Source: an optimization exercise on an open RTL-to-GDS flow (aim: small area, a short achievable clock period and few clock cycles per item). Production flows keep margins and buffers that such runs may drop.
RTL that was checked went through simulation tests only; none was proved equivalent to the original.
Function not checked in run 2: the RTL went through the layout flow alone.

File: flow/run.sh
#!/bin/bash
# synth_recipe.tcl (not shown) runs the flow's synth.tcl, then flattens the netlist and writes it again
# the make line also repeats each setting of config.mk as NAME=value (left out here)
make -C /OpenROAD-flow-scripts/flow DESIGN_CONFIG=/design/flow/config.mk WORK_HOME=/design/flow/orfs CLKGATE_MAP_FILE= SYNTH_SCRIPT=/design/flow/synth_recipe.tcl finish
File: flow/config.mk
export PLATFORM = sky130hd
export DESIGN_NAME = pointer_motion_scaler_unit
export DESIGN_NICKNAME = pointer_motion_scaler_unit
export VERILOG_FILES = /design/flow/design.v
export SDC_FILE = /design/flow/constraint.sdc
export NUM_CORES = 4
export LEC_CHECK = 0
export ABC_AREA = 1
export CAP_MARGIN = 20
export CORE_MARGIN = 2
export CORE_UTILIZATION = 40
export CTS_BUF_LIST = sky130_fd_sc_hd__clkbuf_8
export CTS_CLUSTER_DIAMETER = 200
export CTS_CLUSTER_SIZE = 40
export SETUP_SLACK_MARGIN = 5
export SLEW_MARGIN = 20
File: flow/constraint.sdc
create_clock -name core_clock -period 10.0 [get_ports {clk}]
set_input_delay 2.0000 -clock core_clock [delete_from_list [all_inputs] [get_ports {clk}]]
set_output_delay 2.0000 -clock core_clock [all_outputs]
set_load 0.01 [all_outputs]
File: flow/design.v
module pointer_motion_scaler_unit (
  input  logic               clk,
  input  logic               rst,
  input  logic               ev_valid,
  output logic               ev_ready,
  input  logic               ev_func,
  input  logic [2:0]         ev_event_kind,
  input  logic signed [15:0] ev_motion_value,
  input  logic               ev_sync_flag,
  input  logic [2:0]         ev_action,
  output logic               res_valid,
  input  logic               res_ready,
  output logic signed [15:0] res_scaled_value,
  output logic               res_keep_event
);
  function automatic logic [1:0] q0tab(input logic [6:0] x);
    case (x)
      7'd0: q0tab = 2'd1;
      7'd1: q0tab = 2'd1;
      7'd2: q0tab = 2'd0;
      7'd3: q0tab = 2'd0;
      7'd4: q0tab = 2'd0;
      7'd5: q0tab = 2'd0;
      7'd6: q0tab = 2'd2;
      7'd7: q0tab = 2'd2;
      7'd8: q0tab = 2'd1;
      7'd9: q0tab = 2'd1;
      7'd10: q0tab = 2'd0;
      7'd11: q0tab = 2'd0;
      7'd12: q0tab = 2'd0;
      7'd13: q0tab = 2'd0;
      7'd14: q0tab = 2'd0;
      7'd15: q0tab = 2'd2;
      7'd16: q0tab = 2'd1;
      7'd17: q0tab = 2'd0;
      7'd18: q0tab = 2'd0;
      7'd19: q0tab = 2'd0;
      7'd20: q0tab = 2'd0;
      7'd21: q0tab = 2'd0;
      7'd22: q0tab = 2'd0;
      7'd23: q0tab = 2'd2;
      7'd24: q0tab = 2'd1;
      7'd25: q0tab = 2'd0;
      7'd26: q0tab = 2'd0;
      7'd27: q0tab = 2'd0;
      7'd28: q0tab = 2'd0;
      7'd29: q0tab = 2'd0;
      7'd30: q0tab = 2'd0;
      7'd31: q0tab = 2'd0;
      7'd32: q0tab = 2'd1;
      7'd33: q0tab = 2'd0;
      7'd34: q0tab = 2'd0;
      7'd35: q0tab = 2'd0;
      7'd36: q0tab = 2'd0;
      7'd37: q0tab = 2'd0;
      7'd38: q0tab = 2'd0;
      7'd39: q0tab = 2'd0;
      7'd40: q0tab = 2'd1;
      7'd41: q0tab = 2'd0;
      7'd42: q0tab = 2'd0;
      7'd43: q0tab = 2'd0;
      7'd44: q0tab = 2'd0;
      7'd45: q0tab = 2'd0;
      7'd46: q0tab = 2'd0;
      7'd47: q0tab = 2'd0;
      7'd48: q0tab = 2'd1;
      7'd49: q0tab = 2'd0;
      7'd50: q0tab = 2'd0;
      7'd51: q0tab = 2'd0;
      7'd52: q0tab = 2'd0;
      7'd53: q0tab = 2'd0;
      7'd54: q0tab = 2'd0;
      7'd55: q0tab = 2'd0;
      7'd56: q0tab = 2'd1;
      7'd57: q0tab = 2'd0;
      7'd58: q0tab = 2'd0;
      7'd59: q0tab = 2'd0;
      7'd60: q0tab = 2'd0;
      7'd61: q0tab = 2'd0;
      7'd62: q0tab = 2'd0;
      7'd63: q0tab = 2'd0;
      7'd64: q0tab = 2'd1;
      7'd65: q0tab = 2'd1;
      7'd66: q0tab = 2'd1;
      7'd67: q0tab = 2'd1;
      7'd68: q0tab = 2'd2;
      7'd69: q0tab = 2'd2;
      7'd70: q0tab = 2'd2;
      7'd71: q0tab = 2'd2;
      7'd72: q0tab = 2'd1;
      7'd73: q0tab = 2'd1;
      7'd74: q0tab = 2'd1;
      7'd75: q0tab = 2'd0;
      7'd76: q0tab = 2'd0;
      7'd77: q0tab = 2'd2;
      7'd78: q0tab = 2'd2;
      7'd79: q0tab = 2'd2;
      7'd80: q0tab = 2'd1;
      7'd81: q0tab = 2'd1;
      7'd82: q0tab = 2'd1;
      7'd83: q0tab = 2'd0;
      7'd84: q0tab = 2'd0;
      7'd85: q0tab = 2'd0;
      7'd86: q0tab = 2'd2;
      7'd87: q0tab = 2'd2;
      7'd88: q0tab = 2'd1;
      7'd89: q0tab = 2'd1;
      7'd90: q0tab = 2'd1;
      7'd91: q0tab = 2'd0;
      7'd92: q0tab = 2'd0;
      7'd93: q0tab = 2'd0;
      7'd94: q0tab = 2'd2;
      7'd95: q0tab = 2'd2;
      7'd96: q0tab = 2'd1;
      7'd97: q0tab = 2'd1;
      7'd98: q0tab = 2'd0;
      7'd99: q0tab = 2'd0;
      7'd100: q0tab = 2'd0;
      7'd101: q0tab = 2'd0;
      7'd102: q0tab = 2'd2;
      7'd103: q0tab = 2'd2;
      7'd104: q0tab = 2'd1;
      7'd105: q0tab = 2'd0;
      7'd106: q0tab = 2'd0;
      7'd107: q0tab = 2'd0;
      7'd108: q0tab = 2'd0;
      7'd109: q0tab = 2'd0;
      7'd110: q0tab = 2'd0;
      7'd111: q0tab = 2'd2;
      7'd112: q0tab = 2'd1;
      7'd113: q0tab = 2'd0;
      7'd114: q0tab = 2'd0;
      7'd115: q0tab = 2'd0;
      7'd116: q0tab = 2'd0;
      7'd117: q0tab = 2'd0;
      7'd118: q0tab = 2'd0;
      7'd119: q0tab = 2'd0;
      7'd120: q0tab = 2'd1;
      7'd121: q0tab = 2'd0;
      7'd122: q0tab = 2'd0;
      7'd123: q0tab = 2'd0;
      7'd124: q0tab = 2'd0;
      7'd125: q0tab = 2'd0;
      7'd126: q0tab = 2'd0;
      7'd127: q0tab = 2'd0;
      default: q0tab = 2'd0;
    endcase
  endfunction
  function automatic logic [6:0] hbase(input logic [7:0] x);
    case (x)
      8'd0: hbase = 7'd0;
      8'd1: hbase = 7'd0;
      8'd2: hbase = 7'd0;
      8'd3: hbase = 7'd0;
      8'd4: hbase = 7'd0;
      8'd5: hbase = 7'd0;
      8'd6: hbase = 7'd0;
      8'd7: hbase = 7'd0;
      8'd8: hbase = 7'd0;
      8'd9: hbase = 7'd0;
      8'd10: hbase = 7'd0;
      8'd11: hbase = 7'd0;
      8'd12: hbase = 7'd0;
      8'd13: hbase = 7'd0;
      8'd14: hbase = 7'd0;
      8'd15: hbase = 7'd0;
      8'd16: hbase = 7'd0;
      8'd17: hbase = 7'd0;
      8'd18: hbase = 7'd0;
      8'd19: hbase = 7'd0;
      8'd20: hbase = 7'd0;
      8'd21: hbase = 7'd0;
      8'd22: hbase = 7'd0;
      8'd23: hbase = 7'd0;
      8'd24: hbase = 7'd0;
      8'd25: hbase = 7'd0;
      8'd26: hbase = 7'd0;
      8'd27: hbase = 7'd0;
      8'd28: hbase = 7'd0;
      8'd29: hbase = 7'd0;
      8'd30: hbase = 7'd0;
      8'd31: hbase = 7'd0;
      8'd32: hbase = 7'd1;
      8'd33: hbase = 7'd1;
      8'd34: hbase = 7'd1;
      8'd35: hbase = 7'd1;
      8'd36: hbase = 7'd1;
      8'd37: hbase = 7'd1;
      8'd38: hbase = 7'd1;
      8'd39: hbase = 7'd1;
      8'd40: hbase = 7'd1;
      8'd41: hbase = 7'd1;
      8'd42: hbase = 7'd1;
      8'd43: hbase = 7'd1;
      8'd44: hbase = 7'd1;
      8'd45: hbase = 7'd1;
      8'd46: hbase = 7'd1;
      8'd47: hbase = 7'd1;
      8'd48: hbase = 7'd1;
      8'd49: hbase = 7'd1;
      8'd50: hbase = 7'd1;
      8'd51: hbase = 7'd1;
      8'd52: hbase = 7'd1;
      8'd53: hbase = 7'd1;
      8'd54: hbase = 7'd1;
      8'd55: hbase = 7'd1;
      8'd56: hbase = 7'd1;
      8'd57: hbase = 7'd1;
      8'd58: hbase = 7'd1;
      8'd59: hbase = 7'd1;
      8'd60: hbase = 7'd1;
      8'd61: hbase = 7'd1;
      8'd62: hbase = 7'd1;
      8'd63: hbase = 7'd1;
      8'd64: hbase = 7'd0;
      8'd65: hbase = 7'd0;
      8'd66: hbase = 7'd0;
      8'd67: hbase = 7'd0;
      8'd68: hbase = 7'd123;
      8'd69: hbase = 7'd123;
      8'd70: hbase = 7'd123;
      8'd71: hbase = 7'd123;
      8'd72: hbase = 7'd118;
      8'd73: hbase = 7'd118;
      8'd74: hbase = 7'd118;
      8'd75: hbase = 7'd118;
      8'd76: hbase = 7'd113;
      8'd77: hbase = 7'd113;
      8'd78: hbase = 7'd113;
      8'd79: hbase = 7'd113;
      8'd80: hbase = 7'd108;
      8'd81: hbase = 7'd108;
      8'd82: hbase = 7'd108;
      8'd83: hbase = 7'd108;
      8'd84: hbase = 7'd0;
      8'd85: hbase = 7'd0;
      8'd86: hbase = 7'd0;
      8'd87: hbase = 7'd0;
      8'd88: hbase = 7'd0;
      8'd89: hbase = 7'd0;
      8'd90: hbase = 7'd0;
      8'd91: hbase = 7'd0;
      8'd92: hbase = 7'd0;
      8'd93: hbase = 7'd0;
      8'd94: hbase = 7'd0;
      8'd95: hbase = 7'd0;
      8'd96: hbase = 7'd1;
      8'd97: hbase = 7'd1;
      8'd98: hbase = 7'd1;
      8'd99: hbase = 7'd1;
      8'd100: hbase = 7'd6;
      8'd101: hbase = 7'd6;
      8'd102: hbase = 7'd6;
      8'd103: hbase = 7'd6;
      8'd104: hbase = 7'd11;
      8'd105: hbase = 7'd11;
      8'd106: hbase = 7'd11;
      8'd107: hbase = 7'd11;
      8'd108: hbase = 7'd16;
      8'd109: hbase = 7'd16;
      8'd110: hbase = 7'd16;
      8'd111: hbase = 7'd16;
      8'd112: hbase = 7'd21;
      8'd113: hbase = 7'd21;
      8'd114: hbase = 7'd21;
      8'd115: hbase = 7'd21;
      8'd116: hbase = 7'd1;
      8'd117: hbase = 7'd1;
      8'd118: hbase = 7'd1;
      8'd119: hbase = 7'd1;
      8'd120: hbase = 7'd1;
      8'd121: hbase = 7'd1;
      8'd122: hbase = 7'd1;
      8'd123: hbase = 7'd1;
      8'd124: hbase = 7'd1;
      8'd125: hbase = 7'd1;
      8'd126: hbase = 7'd1;
      8'd127: hbase = 7'd1;
      8'd128: hbase = 7'd0;
      8'd129: hbase = 7'd0;
      8'd130: hbase = 7'd0;
      8'd131: hbase = 7'd0;
      8'd132: hbase = 7'd125;
      8'd133: hbase = 7'd125;
      8'd134: hbase = 7'd125;
      8'd135: hbase = 7'd125;
      8'd136: hbase = 7'd122;
      8'd137: hbase = 7'd122;
      8'd138: hbase = 7'd122;
      8'd139: hbase = 7'd122;
      8'd140: hbase = 7'd119;
      8'd141: hbase = 7'd119;
      8'd142: hbase = 7'd119;
      8'd143: hbase = 7'd119;
      8'd144: hbase = 7'd116;
      8'd145: hbase = 7'd116;
      8'd146: hbase = 7'd116;
      8'd147: hbase = 7'd116;
      8'd148: hbase = 7'd0;
      8'd149: hbase = 7'd0;
      8'd150: hbase = 7'd0;
      8'd151: hbase = 7'd0;
      8'd152: hbase = 7'd0;
      8'd153: hbase = 7'd0;
      8'd154: hbase = 7'd0;
      8'd155: hbase = 7'd0;
      8'd156: hbase = 7'd0;
      8'd157: hbase = 7'd0;
      8'd158: hbase = 7'd0;
      8'd159: hbase = 7'd0;
      8'd160: hbase = 7'd1;
      8'd161: hbase = 7'd1;
      8'd162: hbase = 7'd1;
      8'd163: hbase = 7'd1;
      8'd164: hbase = 7'd4;
      8'd165: hbase = 7'd4;
      8'd166: hbase = 7'd4;
      8'd167: hbase = 7'd4;
      8'd168: hbase = 7'd7;
      8'd169: hbase = 7'd7;
      8'd170: hbase = 7'd7;
      8'd171: hbase = 7'd7;
      8'd172: hbase = 7'd10;
      8'd173: hbase = 7'd10;
      8'd174: hbase = 7'd10;
      8'd175: hbase = 7'd10;
      8'd176: hbase = 7'd13;
      8'd177: hbase = 7'd13;
      8'd178: hbase = 7'd13;
      8'd179: hbase = 7'd13;
      8'd180: hbase = 7'd1;
      8'd181: hbase = 7'd1;
      8'd182: hbase = 7'd1;
      8'd183: hbase = 7'd1;
      8'd184: hbase = 7'd1;
      8'd185: hbase = 7'd1;
      8'd186: hbase = 7'd1;
      8'd187: hbase = 7'd1;
      8'd188: hbase = 7'd1;
      8'd189: hbase = 7'd1;
      8'd190: hbase = 7'd1;
      8'd191: hbase = 7'd1;
      8'd192: hbase = 7'd0;
      8'd193: hbase = 7'd0;
      8'd194: hbase = 7'd127;
      8'd195: hbase = 7'd126;
      8'd196: hbase = 7'd125;
      8'd197: hbase = 7'd125;
      8'd198: hbase = 7'd124;
      8'd199: hbase = 7'd123;
      8'd200: hbase = 7'd122;
      8'd201: hbase = 7'd122;
      8'd202: hbase = 7'd121;
      8'd203: hbase = 7'd120;
      8'd204: hbase = 7'd119;
      8'd205: hbase = 7'd119;
      8'd206: hbase = 7'd118;
      8'd207: hbase = 7'd117;
      8'd208: hbase = 7'd116;
      8'd209: hbase = 7'd116;
      8'd210: hbase = 7'd115;
      8'd211: hbase = 7'd114;
      8'd212: hbase = 7'd0;
      8'd213: hbase = 7'd0;
      8'd214: hbase = 7'd127;
      8'd215: hbase = 7'd126;
      8'd216: hbase = 7'd0;
      8'd217: hbase = 7'd0;
      8'd218: hbase = 7'd127;
      8'd219: hbase = 7'd126;
      8'd220: hbase = 7'd0;
      8'd221: hbase = 7'd0;
      8'd222: hbase = 7'd127;
      8'd223: hbase = 7'd126;
      8'd224: hbase = 7'd1;
      8'd225: hbase = 7'd1;
      8'd226: hbase = 7'd2;
      8'd227: hbase = 7'd3;
      8'd228: hbase = 7'd4;
      8'd229: hbase = 7'd4;
      8'd230: hbase = 7'd5;
      8'd231: hbase = 7'd6;
      8'd232: hbase = 7'd7;
      8'd233: hbase = 7'd7;
      8'd234: hbase = 7'd8;
      8'd235: hbase = 7'd9;
      8'd236: hbase = 7'd10;
      8'd237: hbase = 7'd10;
      8'd238: hbase = 7'd11;
      8'd239: hbase = 7'd12;
      8'd240: hbase = 7'd13;
      8'd241: hbase = 7'd13;
      8'd242: hbase = 7'd14;
      8'd243: hbase = 7'd15;
      8'd244: hbase = 7'd1;
      8'd245: hbase = 7'd1;
      8'd246: hbase = 7'd2;
      8'd247: hbase = 7'd3;
      8'd248: hbase = 7'd1;
      8'd249: hbase = 7'd1;
      8'd250: hbase = 7'd2;
      8'd251: hbase = 7'd3;
      8'd252: hbase = 7'd1;
      8'd253: hbase = 7'd1;
      8'd254: hbase = 7'd2;
      8'd255: hbase = 7'd3;
      default: hbase = 7'd0;
    endcase
  endfunction
  function automatic logic [7:0] m15(input logic [5:0] x);
    m15[0] = x == 6'd0 || x == 6'd3 || x == 6'd6 || x == 6'd9 || x == 6'd12 || x == 6'd15 || x == 6'd18 || x == 6'd21 || x == 6'd24 || x == 6'd27 || x == 6'd30 || x == 6'd33 || x == 6'd36 || x == 6'd39 || x == 6'd42 || x == 6'd45 || x == 6'd48 || x == 6'd51 || x == 6'd54 || x == 6'd57 || x == 6'd60 || x == 6'd63;
    m15[1] = x == 6'd1 || x == 6'd4 || x == 6'd7 || x == 6'd10 || x == 6'd13 || x == 6'd16 || x == 6'd19 || x == 6'd22 || x == 6'd25 || x == 6'd28 || x == 6'd31 || x == 6'd34 || x == 6'd37 || x == 6'd40 || x == 6'd43 || x == 6'd46 || x == 6'd49 || x == 6'd52 || x == 6'd55 || x == 6'd58 || x == 6'd61;
    m15[2] = x == 6'd2 || x == 6'd5 || x == 6'd8 || x == 6'd11 || x == 6'd14 || x == 6'd17 || x == 6'd20 || x == 6'd23 || x == 6'd26 || x == 6'd29 || x == 6'd32 || x == 6'd35 || x == 6'd38 || x == 6'd41 || x == 6'd44 || x == 6'd47 || x == 6'd50 || x == 6'd53 || x == 6'd56 || x == 6'd59 || x == 6'd62;
    m15[3] = x == 6'd0 || x == 6'd5 || x == 6'd10 || x == 6'd15 || x == 6'd20 || x == 6'd25 || x == 6'd30 || x == 6'd35 || x == 6'd40 || x == 6'd45 || x == 6'd50 || x == 6'd55 || x == 6'd60;
    m15[4] = x == 6'd1 || x == 6'd6 || x == 6'd11 || x == 6'd16 || x == 6'd21 || x == 6'd26 || x == 6'd31 || x == 6'd36 || x == 6'd41 || x == 6'd46 || x == 6'd51 || x == 6'd56 || x == 6'd61;
    m15[5] = x == 6'd2 || x == 6'd7 || x == 6'd12 || x == 6'd17 || x == 6'd22 || x == 6'd27 || x == 6'd32 || x == 6'd37 || x == 6'd42 || x == 6'd47 || x == 6'd52 || x == 6'd57 || x == 6'd62;
    m15[6] = x == 6'd3 || x == 6'd8 || x == 6'd13 || x == 6'd18 || x == 6'd23 || x == 6'd28 || x == 6'd33 || x == 6'd38 || x == 6'd43 || x == 6'd48 || x == 6'd53 || x == 6'd58 || x == 6'd63;
    m15[7] = x == 6'd4 || x == 6'd9 || x == 6'd14 || x == 6'd19 || x == 6'd24 || x == 6'd29 || x == 6'd34 || x == 6'd39 || x == 6'd44 || x == 6'd49 || x == 6'd54 || x == 6'd59;
  endfunction
  function automatic logic [2:0] oh3d(input logic [1:0] x);    
    oh3d = {x == 2'd2, x == 2'd1, x == 2'd0 || x == 2'd3};
  endfunction
  function automatic logic [2:0] add3oh(input logic [2:0] a, input logic [2:0] b);
    add3oh[0] = (a[0] & b[0]) | (a[1] & b[2]) | (a[2] & b[1]);
    add3oh[1] = (a[0] & b[1]) | (a[1] & b[0]) | (a[2] & b[2]);
    add3oh[2] = (a[0] & b[2]) | (a[2] & b[0]) | (a[1] & b[1]);
  endfunction
  function automatic logic [4:0] oh5n(input logic [3:0] x);    
    oh5n[0] = x == 4'd0 || x == 4'd5 || x == 4'd10 || x == 4'd15;
    oh5n[1] = x == 4'd1 || x == 4'd6 || x == 4'd11;
    oh5n[2] = x == 4'd2 || x == 4'd7 || x == 4'd12;
    oh5n[3] = x == 4'd3 || x == 4'd8 || x == 4'd13;
    oh5n[4] = x == 4'd4 || x == 4'd9 || x == 4'd14;
  endfunction
  function automatic logic [4:0] add5oh(input logic [4:0] a, input logic [4:0] b);
    for (int j = 0; j < 5; j++) begin
      add5oh[j] = 1'b0;
      for (int i = 0; i < 5; i++) add5oh[j] = add5oh[j] | (a[i] & b[(j - i + 5) % 5]);
    end
  endfunction
  logic [2:0]  mouse_level, scroll_level;
  logic        inv_h, inv_v;
  logic [1:0]  clow0, clow1, clow2, clow3;
  logic [2:0]  cdig2, cdig3;    
  logic        csgn0, csgn1, csgn2, csgn3;
  localparam logic [1:0] D1 = 2'd0, D3 = 2'd1, D5 = 2'd2, D20 = 2'd3;
  logic               r_valid, r_evt, r_kf, r_scale, r_sig, r_q0z, r_q0m1;
  logic [5:0]         r_ns;
  logic [3:0]         r_msel;   
  logic               r_lneg;   
  logic               r_clrm, r_clrs;
  logic [1:0]         r_axis, r_k, r_dcl;
  logic signed [15:0] r_v;
  logic              m_valid;
  logic [17:0]       m_a1;
  logic [6:0]        m_h;
  logic              m_d1, m_sig, m_kf;
  logic              o_valid;
  logic signed [15:0] o_value;
  logic              o_keep;
  logic o_free, r_adv, r_ld, accept, accept1;
  logic full_m, full_r, full_p;
  logic o_valid_d, m_valid_d, r_valid_d;
  assign o_free   = res_ready || !o_valid;
  assign r_adv    = res_ready || !full_m;
  assign ev_ready = res_ready || !full_p;
  assign r_ld     = res_ready || !full_r;
  assign accept   = ev_valid && ev_ready;
  always_comb begin
    r_valid_d = r_ld ? accept : r_valid;
    m_valid_d = r_adv ? (r_valid && r_evt) : m_valid;
    o_valid_d = o_free ? m_valid : o_valid;
  end
  always_ff @(posedge clk) begin
    if (rst) begin
      full_m <= 1'b0;
      full_r <= 1'b0;
      full_p <= 1'b0;
    end else begin
      full_m <= o_valid_d && m_valid_d;
      full_r <= o_valid_d && m_valid_d && r_valid_d;
      full_p <= m_valid_d;
    end
  end
  assign accept1  = r_valid && r_adv;
  logic       scale0, wheel0, sig0;
  logic [3:0] code;
  logic [1:0] k0, dcl0;
  logic [3:0] msel0;
  logic       lneg0;
  logic [1:0] qt;
  always_comb begin
    scale0 = !ev_event_kind[2];
    wheel0 = scale0 && ev_event_kind[1];
    sig0   = wheel0 && (ev_event_kind[0] ? inv_v : inv_h);
    if (!scale0)      code = 4'd2;
    else if (!wheel0) code = {1'b0, mouse_level};
    else              code = {1'b1, scroll_level};
    case (code)
      4'd0:    begin k0 = 2'd1; dcl0 = D1;  msel0 = 4'd1;  lneg0 = 1'b0; end  
      4'd1:    begin k0 = 2'd2; dcl0 = D1;  msel0 = 4'd2;  lneg0 = 1'b1; end  
      4'd2:    begin k0 = 2'd0; dcl0 = D1;  msel0 = 4'd3;  lneg0 = 1'b0; end  
      4'd3:    begin k0 = 2'd2; dcl0 = D1;  msel0 = 4'd4;  lneg0 = 1'b0; end  
      4'd4:    begin k0 = 2'd1; dcl0 = D1;  msel0 = 4'd5;  lneg0 = 1'b0; end  
      4'd5:    begin k0 = 2'd2; dcl0 = D1;  msel0 = 4'd6;  lneg0 = 1'b1; end  
      4'd8:    begin k0 = 2'd2; dcl0 = D1;  msel0 = 4'd0;  lneg0 = 1'b0; end  
      4'd9:    begin k0 = 2'd0; dcl0 = D3;  msel0 = 4'd9;  lneg0 = 1'b0; end  
      4'd10:   begin k0 = 2'd2; dcl0 = D20; msel0 = 4'd10; lneg0 = 1'b1; end  
      4'd11:   begin k0 = 2'd0; dcl0 = D5;  msel0 = 4'd11; lneg0 = 1'b0; end  
      4'd12:   begin k0 = 2'd1; dcl0 = D1;  msel0 = 4'd1;  lneg0 = 1'b0; end  
      4'd13:   begin k0 = 2'd0; dcl0 = D1;  msel0 = 4'd3;  lneg0 = 1'b0; end  
      4'd15:   begin k0 = 2'd0; dcl0 = D1;  msel0 = 4'd8;  lneg0 = 1'b0; end  
      default: begin k0 = 2'd0; dcl0 = D1;  msel0 = 4'd7;  lneg0 = 1'b0; end  
    endcase
    qt = q0tab({code, ev_motion_value[2:0]});
  end
  logic [5:0] ns0;
  assign ns0 = 6'(ev_motion_value[3:0]) + 6'(ev_motion_value[7:4]) + 6'(ev_motion_value[11:8]) +
               6'(ev_motion_value[14:12]) + 6'({3{ev_motion_value[15]}});
  always_ff @(posedge clk) begin
    if (rst) begin
      mouse_level  <= 3'd4;
      scroll_level <= 3'd2;
      inv_h        <= 1'b0;
      inv_v        <= 1'b0;
    end else if (accept && ev_func) begin
      case (ev_action)
        3'd0: inv_v <= !inv_v;
        3'd1: inv_h <= !inv_h;
        3'd2: if (mouse_level != 3'd6) mouse_level <= mouse_level + 3'd1;
        3'd3: if (mouse_level != 3'd0) mouse_level <= mouse_level - 3'd1;
        3'd4: if (scroll_level != 3'd7) scroll_level <= scroll_level + 3'd1;
        3'd5: if (scroll_level != 3'd0) scroll_level <= scroll_level - 3'd1;
        default: ;
      endcase
    end
  end
  always_ff @(posedge clk) begin
    if (rst) r_valid <= 1'b0;
    else if (r_ld) r_valid <= accept;
    if (r_ld) begin
      r_evt   <= !ev_func;
      r_clrm  <= ev_func && (ev_action == 3'd2 || ev_action == 3'd3);
      r_clrs  <= ev_func && (ev_action == 3'd4 || ev_action == 3'd5);
      r_kf    <= !scale0 || ev_sync_flag;
      r_scale <= scale0;
      r_sig   <= sig0;
      r_axis  <= ev_event_kind[1:0];
      r_k     <= k0;
      r_dcl   <= dcl0;
      r_msel  <= msel0;
      r_lneg  <= lneg0;
      r_ns    <= ns0;
      r_q0z   <= (ev_motion_value[15:3] == 13'd0) && qt[0];
      r_q0m1  <= (ev_motion_value[15:3] == {13{1'b1}}) && qt[1];
      r_v     <= ev_motion_value;
    end
  end
  logic signed [15:0] v;
  logic [1:0]  k, dcl;
  logic        chain, sig, nu;
  assign v     = r_v;
  assign k     = r_k;
  assign dcl   = r_dcl;
  assign chain = (dcl != D1);
  assign sig   = r_sig;
  assign nu    = sig ^ chain;
  logic signed [21:0] vx, x1, x2, x3, prod;
  logic [17:0] z;
  assign vx = 22'(v);
  always_comb begin
    x1 = vx; x2 = '0; x3 = '0;
    case (r_msel)
      4'd0:  ;                                           
      4'd1:  x1 = vx <<< 1;                              
      4'd2:  x2 = vx <<< 1;                              
      4'd3:  x1 = vx <<< 2;                              
      4'd4:  x2 = vx <<< 2;                              
      4'd5:  begin x1 = vx <<< 1; x2 = vx <<< 2; end     
      4'd6:  begin x1 = vx <<< 3; x2 = ~vx; end          
      4'd7:  x1 = vx <<< 3;                              
      4'd8:  begin x1 = vx <<< 2; x2 = vx <<< 3; end     
      4'd9:  begin x1 = vx <<< 2; x3 = vx <<< 4; end     
      4'd10: begin x2 = vx <<< 2; x3 = vx <<< 4; end     
      default: begin x1 = vx <<< 3; x3 = vx <<< 4; end   
    endcase
    prod = x1 + x2 + x3 + 22'(r_msel == 4'd6);
    z    = prod[19:2];
  end
  logic [4:0] r, u5;
  logic [2:0] rb;
  logic [1:0] low, l;
  logic [7:0] m15v;
  logic [2:0] r_v3;
  logic [4:0] r_v5;
  always_comb begin
    m15v = m15(r_ns);
    r_v3 = m15v[2:0];
    r_v5 = m15v[7:3];
    u5 = {r_v5[3], r_v5[1], r_v5[4], r_v5[2], r_v5[0]};    
    case (dcl)
      D3:  r = {2'b00, r_v3};
      D5:  r = {r_v5[2], r_v5[4], r_v5[1], r_v5[3], r_v5[0]};    
      D20: case (l)                                               
             2'd0:    r = u5;
             2'd1:    r = {u5[3:0], u5[4]};
             2'd2:    r = {u5[2:0], u5[4:3]};
             default: r = {u5[1:0], u5[4:2]};
           endcase
      default: r = 5'b00001;
    endcase
  end
  assign rb  = {r[4], r[3] | r[2], r[3] | r[1]};
  assign low = r_lneg ? {v[1] ^ v[0], v[0]} : v[1:0];
  assign l   = {v[1] ^ v[0], v[0]};
  logic q0z, q0m1, q0m2;
  assign q0z  = r_q0z;
  assign q0m1 = r_q0m1;
  assign q0m2 = v[15] && !r_q0m1;
  logic [1:0] clow;
  logic [4:0] cdig;
  logic       csgn;
  logic [2:0] ls;
  logic [1:0] nlow;
  logic       k1;
  logic [4:0] cd5, s5;
  logic [2:0] cd3, s3;
  logic [4:0] ndig;
  logic [2:0] ndigb;
  logic       w5, w3, wrap, nz, nneg, nsg;
  always_comb begin
    case (r_axis)
      2'd0:    begin clow = clow0; cdig = 5'b00001; csgn = csgn0; end
      2'd1:    begin clow = clow1; cdig = 5'b00001; csgn = csgn1; end
      2'd2:    begin clow = clow2; cdig = 5'b00001 << cdig2; csgn = csgn2; end
      default: begin clow = clow3; cdig = 5'b00001 << cdig3; csgn = csgn3; end
    endcase
    ls = 3'(low) + 3'(clow);
    case (k)
      2'd1:    begin k1 = low[0] & clow[0]; nlow = {1'b0, low[0] ^ clow[0]}; end
      2'd2:    begin k1 = ls[2]; nlow = ls[1:0]; end
      default: begin k1 = 1'b0;  nlow = 2'd0; end
    endcase
    cd5 = k1 ? {cdig[3:0], cdig[4]} : cdig;
    s5  = add5oh(r, cd5);
    w5  = (k1 & cdig[4]);
    for (int i = 0; i < 5; i++)
      for (int m = 0; m < 5; m++)
        if (i + m >= 5) w5 = w5 | (r[i] & cd5[m]);
    cd3 = k1 ? {cdig[1:0], cdig[2]} : cdig[2:0];
    s3  = add3oh(r[2:0], cd3);
    w3  = (k1 & cdig[2]) | (r[1] & cd3[2]) | (r[2] & cd3[1]) | (r[2] & cd3[2]);
    case (dcl)
      D3:      begin ndig = {2'b00, s3}; wrap = w3; end
      D5, D20: begin ndig = s5;          wrap = w5; end
      default: begin ndig = 5'b00001;    wrap = k1; end
    endcase
    ndigb = {ndig[4], ndig[3] | ndig[2], ndig[3] | ndig[1]};
    nz   = (nlow != 2'd0) || !ndig[0];
    nneg = q0m2 || (q0m1 && !(wrap && !csgn)) || (q0z && csgn && !wrap);
    nsg  = nneg && nz;
  end
  logic [6:0] hb;
  logic [5:0] st;
  logic       am1, ap1, ap2;
  always_comb begin
    hb  = r_scale ? hbase({dcl, nu, rb, l}) : 7'd0;
    am1 = r_scale && !wrap && csgn && !nsg;
    ap2 = r_scale && wrap && !csgn && nsg;
    ap1 = r_scale && ((wrap || nsg) && !csgn && !ap2 || (wrap && csgn && nsg));
    case ({chain, nu})
      2'b00:   st = am1 ? -6'sd1  : ap1 ?  6'sd1  : ap2 ?  6'sd2  : 6'sd0;
      2'b01:   st = am1 ?  6'sd1  : ap1 ? -6'sd1  : ap2 ? -6'sd2  : 6'sd0;
      2'b10:   st = am1 ? -6'sd15 : ap1 ?  6'sd15 : ap2 ?  6'sd30 : 6'sd0;
      default: st = am1 ?  6'sd15 : ap1 ? -6'sd15 : ap2 ? -6'sd30 : 6'sd0;
    endcase
  end
  always_ff @(posedge clk) begin
    if (rst) begin
      clow0 <= '0; clow1 <= '0; clow2 <= '0; clow3 <= '0;
      cdig2 <= 3'd0; cdig3 <= 3'd0;
      csgn0 <= 1'b0; csgn1 <= 1'b0; csgn2 <= 1'b0; csgn3 <= 1'b0;
    end else if (accept1) begin
      if (r_clrm) begin
        clow0 <= '0; clow1 <= '0; csgn0 <= 1'b0; csgn1 <= 1'b0;
      end
      if (r_clrs) begin
        clow2 <= '0; clow3 <= '0; csgn2 <= 1'b0; csgn3 <= 1'b0;
        cdig2 <= 3'd0; cdig3 <= 3'd0;
      end
      if (r_evt && r_scale) begin
        case (r_axis)
          2'd0: begin clow0 <= nlow; csgn0 <= nsg; end
          2'd1: begin clow1 <= nlow; csgn1 <= nsg; end
          2'd2: begin clow2 <= nlow; cdig2 <= ndigb; csgn2 <= nsg; end
          default: begin clow3 <= nlow; cdig3 <= ndigb; csgn3 <= nsg; end
        endcase
      end
    end
  end
  always_ff @(posedge clk) begin
    if (rst) m_valid <= 1'b0;
    else if (r_adv) m_valid <= r_valid && r_evt;
    if (r_adv) begin
      m_a1   <= z ^ {18{nu}};
      m_h    <= hb + {st[5], st};
      m_d1   <= !chain;
      m_sig  <= sig;
      m_kf   <= r_kf;
    end
  end
  logic [17:0] sa;
  logic [14:0] sb;
  logic signed [15:0] ys;
  always_comb begin
    sa = m_a1 + {{11{m_h[6]}}, m_h};
    sb = sa[14:0] + (sa[14:0] << 4);
    if (!sa[17] && sa[16:15] != 2'b00)       ys = 16'sh7fff;
    else if (sa[17] && sa[16:15] != 2'b11)   ys = m_sig ? 16'sh8001 : 16'sh8000;
    else if (m_sig && sa[15:0] == 16'h8000)  ys = 16'sh8001;
    else                                     ys = sa[15:0];
  end
  logic [14:0] sc;
  logic signed [15:0] yc;
  logic        yz;
  always_comb begin
    sc = sb + (sb << 8);
    yc = m_d1 ? ys : {sc[14], sc};
    yz = (sa[14:0] == 15'd0) && (!m_d1 || sa[17:15] == 3'd0);
  end
  always_ff @(posedge clk) begin
    if (rst) o_valid <= 1'b0;
    else if (o_free) o_valid <= m_valid;
    if (o_free) begin
      o_value <= yc;
      o_keep  <= m_kf || !yz;
    end
  end
  assign res_valid        = o_valid;
  assign res_scaled_value = o_value;
  assign res_keep_event   = o_keep;
endmodule
==> impl_metrics.yaml, run 1 <==
status:
  status: "no timing/DRC/antenna violations"
cts:
  clk_pin_slew_ps: 70
  tritoncts: "built"
  clkLatencyLatePin_ps: 440
  clk_path_buf_depth: 2
  clock_sink_count: 117
  cts_hold_buf: 0
  cts_htree_levels: 4
  root_buffer: "clkbuf_8"
  cts_buffers: 17
yosys:
  synth_ff_type: "edfxtp_1"
  ys_seq_area_share_pct: 27.9
  synth_area_leaders: "edfxtp_1 (23%), nand2_1 (12%), ha_1 (11%)"
  synth_edf_count: 86
  synth_top_area_cell: "edfxtp_1"
  yosysWarnings: 1
  synth_top_area_share_pct: 22.5
  netlist-cell-type-count: 56
  ys_async_sr_fraction_pct: 0
  netlist_area_mm2: 0.0115
  netlist_instances: 1564
  ys_ff_latch: 117
  syn_area_per_cell_um2: 7.34
  synth.net_count: 1722
timing:
  fin_skew_ps: 20.6
  relSlewSlack_pct: 30.2
  slew_violations: 0
  setup_viol: 0
  finalCritPeriodShare_pct: 48.8
  whs_ps: 464
  finalCriticalPeriod_ps: 4880
  rsz0062_at_grt: "yes"
  hold_violations: 0
  fin_ws_ps: 5120
  tightest_slew_ps: 1040
  tns_ps: 0
  max_freq_ghz: 0.205
global_routing:
  grtUsageMet3_pct: 2.79
  top_usage_layer: "met2"
  grt_first_pass_wirelength_um: 49100
  gr-usage-met2_pct: 33.2
  grt_max_degree: 43
  use_met1_pct: 26.2
  antenna_found_initial: 0
  grt-ovfl-total: 0
  grt_pass1_vias: 10100
  grt_usage_pct: 19.8
floorplanning:
  die_h_um: 173
  die_w_um: 173
  die_area_mm2: 0.0301
  coreArea_mm2: 0.0280
  num_rows: 61
  start_util_pct: 41.0
  pin_count: 47
drt:
  drt-initial-drc-count: 1039
  viasPerCell: 5.30
  final_antenna_net_count: 0
  drc: 0
  wl_per_cell_um: 14.9
  wirelength_um: 29900
  vias: 10700
  dr.pass1.iters: 6
critical_path:
  start_kind: "input pin"
  cp-end-kind: "output pin"
  path_class: "in -> out"
  cp.required_ps: 8000
  cpPeakStageDelay_ps: 400
  critPathSlowestCell: "clkdlybuf4s50_1"
  critPathMaxFanout: 4
  arrival_ps: 2880
  crit_chain: "clkdlybuf4s50_1, inv_1, nand2_1, dlygate4sd2_1"
layout:
  areaGrowthSynthToFinish_pct: 13.7
  final_common_cell: "nand2_1"
  diodes: 0
  layout-drive-gt1-share_pct: 8.46
  utilization_pct: 46.5
  final_cell_mix: "nand2_1 (365), inv_1 (223), nor2_1 (112)"
  design.final.nets: 1777
place:
  gp_congestion: 0.892
  place_hpwl_um: 23100
  post-place-ws_ps: 4490
  portBuffers: 46
flow_run:
  cap_violations: 0
worst_hold_path:
  hp-class: "reg -> reg"
path summary, 6_finish.rpt:
kind / start / end / slack [ps] / cells past startpoint
setup / recovery: res_ready / ev_ready / 5120 / 4
hold / removal: clow2[0] / clow2[0] / 460 / 2
setup reg to reg: r_v[0] / m_h[5] / 5310 / 28
hold reg to reg: clow2[0] / clow2[0] / 460 / 2
kinds of logic after synthesis:
kind of cell	Yosys count	share of synthesized area, %
XOR/XNOR	79	6.03
AND/OR/NAND/NOR	648	23.8
adder cells (fa/ha/maj)	130	16.3
flip-flops	117	27.9
AO/OA/AOI/OAI	317	16.7
multiplexers	1	0.0873
buffers and inverters	272	9.17
synthesized netlist by cell type, drive strengths merged (10+ instances only):
cell and instances:
a22oi 20, o211ai 19, a21oi 99, nor3 19, buf 10, dfxtp 31
inv 234, edfxtp 86, a221oi 16, nand4 18, nand2 383, clkbuf 27
nor2 127, xor2 51, fa 32, xnor2 28, nand3 82, a31oi 12
o22ai 19, ha 98, o21ai 96
sequential cells by signal, summed over array words and instances, names as in the netlist, 3 cells and up:
name,cells
r_ns,6
scroll_level,3
o_value,16
m_h,7
r_msel,4
m_a1,18
mouse_level,3
r_v,16
cdig2,3
cdig3,3
through the flow:
stage | instance area, µm² | instances
finish | 13000 | 2010
floorplan | 11500 | 1564
global route | 13000 | 2010
global placement | 12300 | 1955
CTS | 12700 | 1992
detailed placement | 12300 | 1955
final cells by class:
class | count | area (µm²)
Fill cell | 2836 | 15000
Multi-Input combinational cell | 1175 | 7420
Sequential cell | 117 | 3200
Inverter | 235 | 901
Timing Repair Buffer | 73 | 664
Tap cell | 378 | 473
Clock buffer | 19 | 262
Clock inverter | 13 | 116
routing by layer:
metal	vias up	wire, µm
met5	-	0
met4	0	634
met3	44	1390
met2	309	14100
met1	4925	13800
li1	5384	-
critical path: cells and delay by family:
| family | cells | cell delay [ps] |
|---|---|---|
| simple gates | 1 | 80 |
| buf+inv | 3 | 800 |
repair_timing:
item	in CTS	in global routing
setup buffers	5	18
pin swaps	0	5
gates resized for setup	8	53
endpoints found under the setup margin	7	12
Testbench counts, summed over its fixed seeds: cycles 8,012, items 8,000.
==> inputs of run 2 (changes only) <==
--- a/flow/design.v
+++ b/flow/design.v
@@ -407,6 +407,64 @@
       default: hbase = 7'd0;
     endcase
   endfunction
+  function automatic logic [2:0] oh3t(input logic [3:0] x);
+    case (x)
+      4'd0: oh3t = 3'd1;
+      4'd1: oh3t = 3'd2;
+      4'd2: oh3t = 3'd4;
+      4'd3: oh3t = 3'd1;
+      4'd4: oh3t = 3'd2;
+      4'd5: oh3t = 3'd4;
+      4'd6: oh3t = 3'd1;
+      4'd7: oh3t = 3'd2;
+      4'd8: oh3t = 3'd4;
+      4'd9: oh3t = 3'd1;
+      4'd10: oh3t = 3'd2;
+      4'd11: oh3t = 3'd4;
+      4'd12: oh3t = 3'd1;
+      4'd13: oh3t = 3'd2;
+      4'd14: oh3t = 3'd4;
+      4'd15: oh3t = 3'd1;
+      default: oh3t = 3'd0;
+    endcase
+  endfunction
+  function automatic logic [4:0] oh5t(input logic [4:0] x);
+    case (x)
+      5'd0: oh5t = 5'd1;
+      5'd1: oh5t = 5'd2;
+      5'd2: oh5t = 5'd4;
+      5'd3: oh5t = 5'd8;
+      5'd4: oh5t = 5'd16;
+      5'd5: oh5t = 5'd1;
+      5'd6: oh5t = 5'd2;
+      5'd7: oh5t = 5'd4;
+      5'd8: oh5t = 5'd8;
+      5'd9: oh5t = 5'd16;
+      5'd10: oh5t = 5'd1;
+      5'd11: oh5t = 5'd2;
+      5'd12: oh5t = 5'd4;
+      5'd13: oh5t = 5'd8;
+      5'd14: oh5t = 5'd16;
+      5'd15: oh5t = 5'd1;
+      5'd16: oh5t = 5'd2;
+      5'd17: oh5t = 5'd4;
+      5'd18: oh5t = 5'd8;
+      5'd19: oh5t = 5'd16;
+      5'd20: oh5t = 5'd1;
+      5'd21: oh5t = 5'd2;
+      5'd22: oh5t = 5'd4;
+      5'd23: oh5t = 5'd8;
+      5'd24: oh5t = 5'd16;
+      5'd25: oh5t = 5'd1;
+      5'd26: oh5t = 5'd2;
+      5'd27: oh5t = 5'd4;
+      5'd28: oh5t = 5'd8;
+      5'd29: oh5t = 5'd16;
+      5'd30: oh5t = 5'd1;
+      5'd31: oh5t = 5'd2;
+      default: oh5t = 5'd0;
+    endcase
+  endfunction
   function automatic logic [7:0] m15(input logic [5:0] x);
     m15[0] = x == 6'd0 || x == 6'd3 || x == 6'd6 || x == 6'd9 || x == 6'd12 || x == 6'd15 || x == 6'd18 || x == 6'd21 || x == 6'd24 || x == 6'd27 || x == 6'd30 || x == 6'd33 || x == 6'd36 || x == 6'd39 || x == 6'd42 || x == 6'd45 || x == 6'd48 || x == 6'd51 || x == 6'd54 || x == 6'd57 || x == 6'd60 || x == 6'd63;
     m15[1] = x == 6'd1 || x == 6'd4 || x == 6'd7 || x == 6'd10 || x == 6'd13 || x == 6'd16 || x == 6'd19 || x == 6'd22 || x == 6'd25 || x == 6'd28 || x == 6'd31 || x == 6'd34 || x == 6'd37 || x == 6'd40 || x == 6'd43 || x == 6'd46 || x == 6'd49 || x == 6'd52 || x == 6'd55 || x == 6'd58 || x == 6'd61;
@@ -594,9 +652,9 @@
   logic [2:0] r_v3;
   logic [4:0] r_v5;
   always_comb begin
-    m15v = m15(r_ns);
-    r_v3 = m15v[2:0];
-    r_v5 = m15v[7:3];
+    m15v = '0;
+    r_v3 = oh3t(4'(r_ns[1:0]) + 4'(r_ns[3:2]) + 4'(r_ns[5:4]));
+    r_v5 = oh5t(5'(r_ns[3:0]) + 5'(r_ns[5:4]));
     u5 = {r_v5[3], r_v5[1], r_v5[4], r_v5[2], r_v5[0]};    
     case (dcl)
       D3:  r = {2'b00, r_v3};
--- a/flow/config.mk
+++ b/flow/config.mk
@@ -10,7 +10,6 @@
 export CORE_MARGIN = 2
 export CORE_UTILIZATION = 40
 export CTS_BUF_LIST = sky130_fd_sc_hd__clkbuf_8
-export CTS_CLUSTER_DIAMETER = 200
-export CTS_CLUSTER_SIZE = 40
+export CTS_CLUSTER_SIZE = 30
 export SETUP_SLACK_MARGIN = 5
 export SLEW_MARGIN = 20
==> impl_metrics.yaml, run 2 <==
place:
  gp_congestion: 0.926
  portBuffers: 46
  place_hpwl_um: 21800
  dp.cells: 1885
yosys:
  ys_seq_area_share_pct: 28.5
  yosysWarnings: 1
  synth.net_count: 1650
  syn_area_per_cell_um2: 7.57
  netlist_instances: 1483
  netlist_area_mm2: 0.0112
  yosysMostFrequentCell: "nand2_1"
  synth_edf_count: 86
  synth_area_leaders: "edfxtp_1 (23%), ha_1 (12%), nand2_1 (10%)"
  synth_ff_type: "edfxtp_1"
  synth_top_area_cell: "edfxtp_1"
  netlist-cell-type-count: 57
  ys_ff_latch: 117
  ys_async_sr_fraction_pct: 0
  ys_top_cells_by_count: "nand2_1 (310), inv_1 (233), a21oi_1 (111)"
  synth_top_area_share_pct: 23.0
drt:
  met2_length_um: 13400
  wl_met3_um: 1310
  wl_per_cell_um: 14.4
  dr.pass1.iters: 5
  viasPerCell: 5.16
  m1WireLength_um: 13000
  drt-initial-drc-count: 694
  final_antenna_net_count: 0
  wirelength_um: 28500
  top_layer_used: "met4"
  vias: 10200
  drc: 0
global_routing:
  grt_pass1_vias: 9306
  grt-ovfl-total: 0
  antenna_found_initial: 0
  grt_max_degree: 43
  grt_first_pass_wirelength_um: 45500
  grt_usage_pct: 19.3
critical_path:
  arrival_ps: 2960
  start_kind: "input pin"
  critPathMaxFanout: 4
  cp-end-kind: "output pin"
  path_class: "in -> out"
  cp.required_ps: 8000
timing:
  finalCritPeriodShare_pct: 49.6
  rsz0062_at_grt: "yes"
  slew_violations: 0
  setup_viol: 0
  hold_violations: 0
  fin_skew_ps: 23.9
  finalCriticalPeriod_ps: 4960
  tightest_slew_ps: 1030
  tns_ps: 0
  whs_ps: 464
  max_freq_ghz: 0.202
  relSlewSlack_pct: 31.1
cts:
  cts_hold_buf: 0
  tritoncts: "built"
  clock_sink_count: 117
  clk_pin_slew_ps: 70
  clk_path_buf_depth: 2
  cts_htree_levels: 4
  clkLatencyLatePin_ps: 460
  cts_buffers: 17
  root_buffer: "clkbuf_8"
worst_hold_path:
  hp-class: "reg -> reg"
floorplanning:
  start_util_pct: 40.5
  die_area_mm2: 0.0294
  coreArea_mm2: 0.0277
  num_rows: 61
  pin_count: 47
  die_w_um: 172
  die_h_um: 172
status:
  status: "no timing/DRC/antenna violations"
layout:
  design.final.nets: 1752
  stdcell_count: 1976
  diodes: 0
  final_cell_mix: "nand2_1 (290), inv_1 (225), a21oi_1 (96)"
  layout-drive-gt1-share_pct: 14.8
  largest_register_ffs: 18
  regMostFlops: "m_a1"
  final_common_cell: "nand2_1"
  areaGrowthSynthToFinish_pct: 19.2
  top_regs: "m_a1: 18 flops, o_value: 16 flops, r_v: 16 flops"
flow_run:
  cap_violations: 0
run 2: changes by cell type in the layout (fill, tap and decap cells not counted), moves of 9 or more:
cell	delta
o21ai_0	-9
nand2_2	+16
nand2_1	-75
a21oi_2	+9
nand3_1	-15
buf_4	+32
nor2_1	-23
run 2: cell families after synthesis:
family	after synthesis	share of synthesized area [%]
simple gates	546	20.8
fa+ha+maj	139	17.8
xor+xnor	78	6.08
buf+inv	273	9.24
mux	2	0.189
compound gates	328	17.3
flops	117	28.5
run 2: cell type report:
class | instances | area, µm²
well taps | 378 | 473
inverters | 248 | 950
repair buffers | 108 | 956
multi-input cells | 1093 | 7470
flip-flops and latches | 117 | 3200
fillers | 2708 | 14300
clock buffers | 17 | 234
clock inverters | 15 | 108
run 2: timing repair:
item,4_1_cts,5_1_grt
buffers inserted,13,45
pin swaps,3,47
resized for setup,23,106
setup endpoints to repair,10,10
run 2: metrics by stage:
step	utilization [%]	area, µm²	worst slack [ps]
final	48.3	13400	5040
after global routing	48.3	13400	4890
after CTS	45.5	12600	4950
after detailed placement	43.6	12100	4360
after global placement	43.6	12100	4450
after floorplan	-	11200	5040
run 2: critical path, stage by stage:
cell	delay (ps)
clkdlybuf4s50_1	390
inv_1	130
nand2_2	120
dlygate4sd2_1	300
run 2: worst paths after layout:
path | slack [ps] | depth (start not counted) | startpoint | to
max reg2reg | 5160 | 30 | m_a1[0] | o_value[15]
max | 5040 | 4 | res_ready | ev_ready
min | 460 | 2 | clow2[1] | clow2[1]
min reg2reg | 460 | 2 | clow2[1] | clow2[1]
run 2: layer usage:
layer	track usage (%)	vias to the layer above
met1	25.9	4668
met3	2.60	42
met2	31.8	306
li1	-	5178
met4	7.11	0
met5	0	-

[what the ideal ports hide]
In the flow no input, the clock included, has a driving cell. The finished layouts below were timed again as built, in two steps.
Step 1 (the two cells are an assumption about what drives the block):
set clk [get_ports {clk}]
set_driving_cell -lib_cell sky130_fd_sc_hd__clkbuf_16 $clk
set_driving_cell -lib_cell sky130_fd_sc_hd__buf_2 [delete_from_list [all_inputs] $clk]
Step 2 adds t to the input delays and takes it off the output delays; t is the mean of the earliest and latest rising clock arrival at the registers after step 1. Input paths then give back, and output paths get back, about the clock's delay inside the block.
Three values: ideal, step 1, step 2; two values: the first two.
run	t, ns	slack for setup (ns)	slew at the worst register clock pin (ns)	cell pins on the clock port's net
run 1	0.476	5.123 / 5.097 / 4.710	0.09 / 0.09	1
run 2	0.490	5.044 / 5.023 / 4.728	0.09 / 0.09	1
After both steps every run listed still meets setup and hold. The setup slack of run 1, which loses most, moves by -0.026 ns with the drivers and by -0.413 ns with both steps.
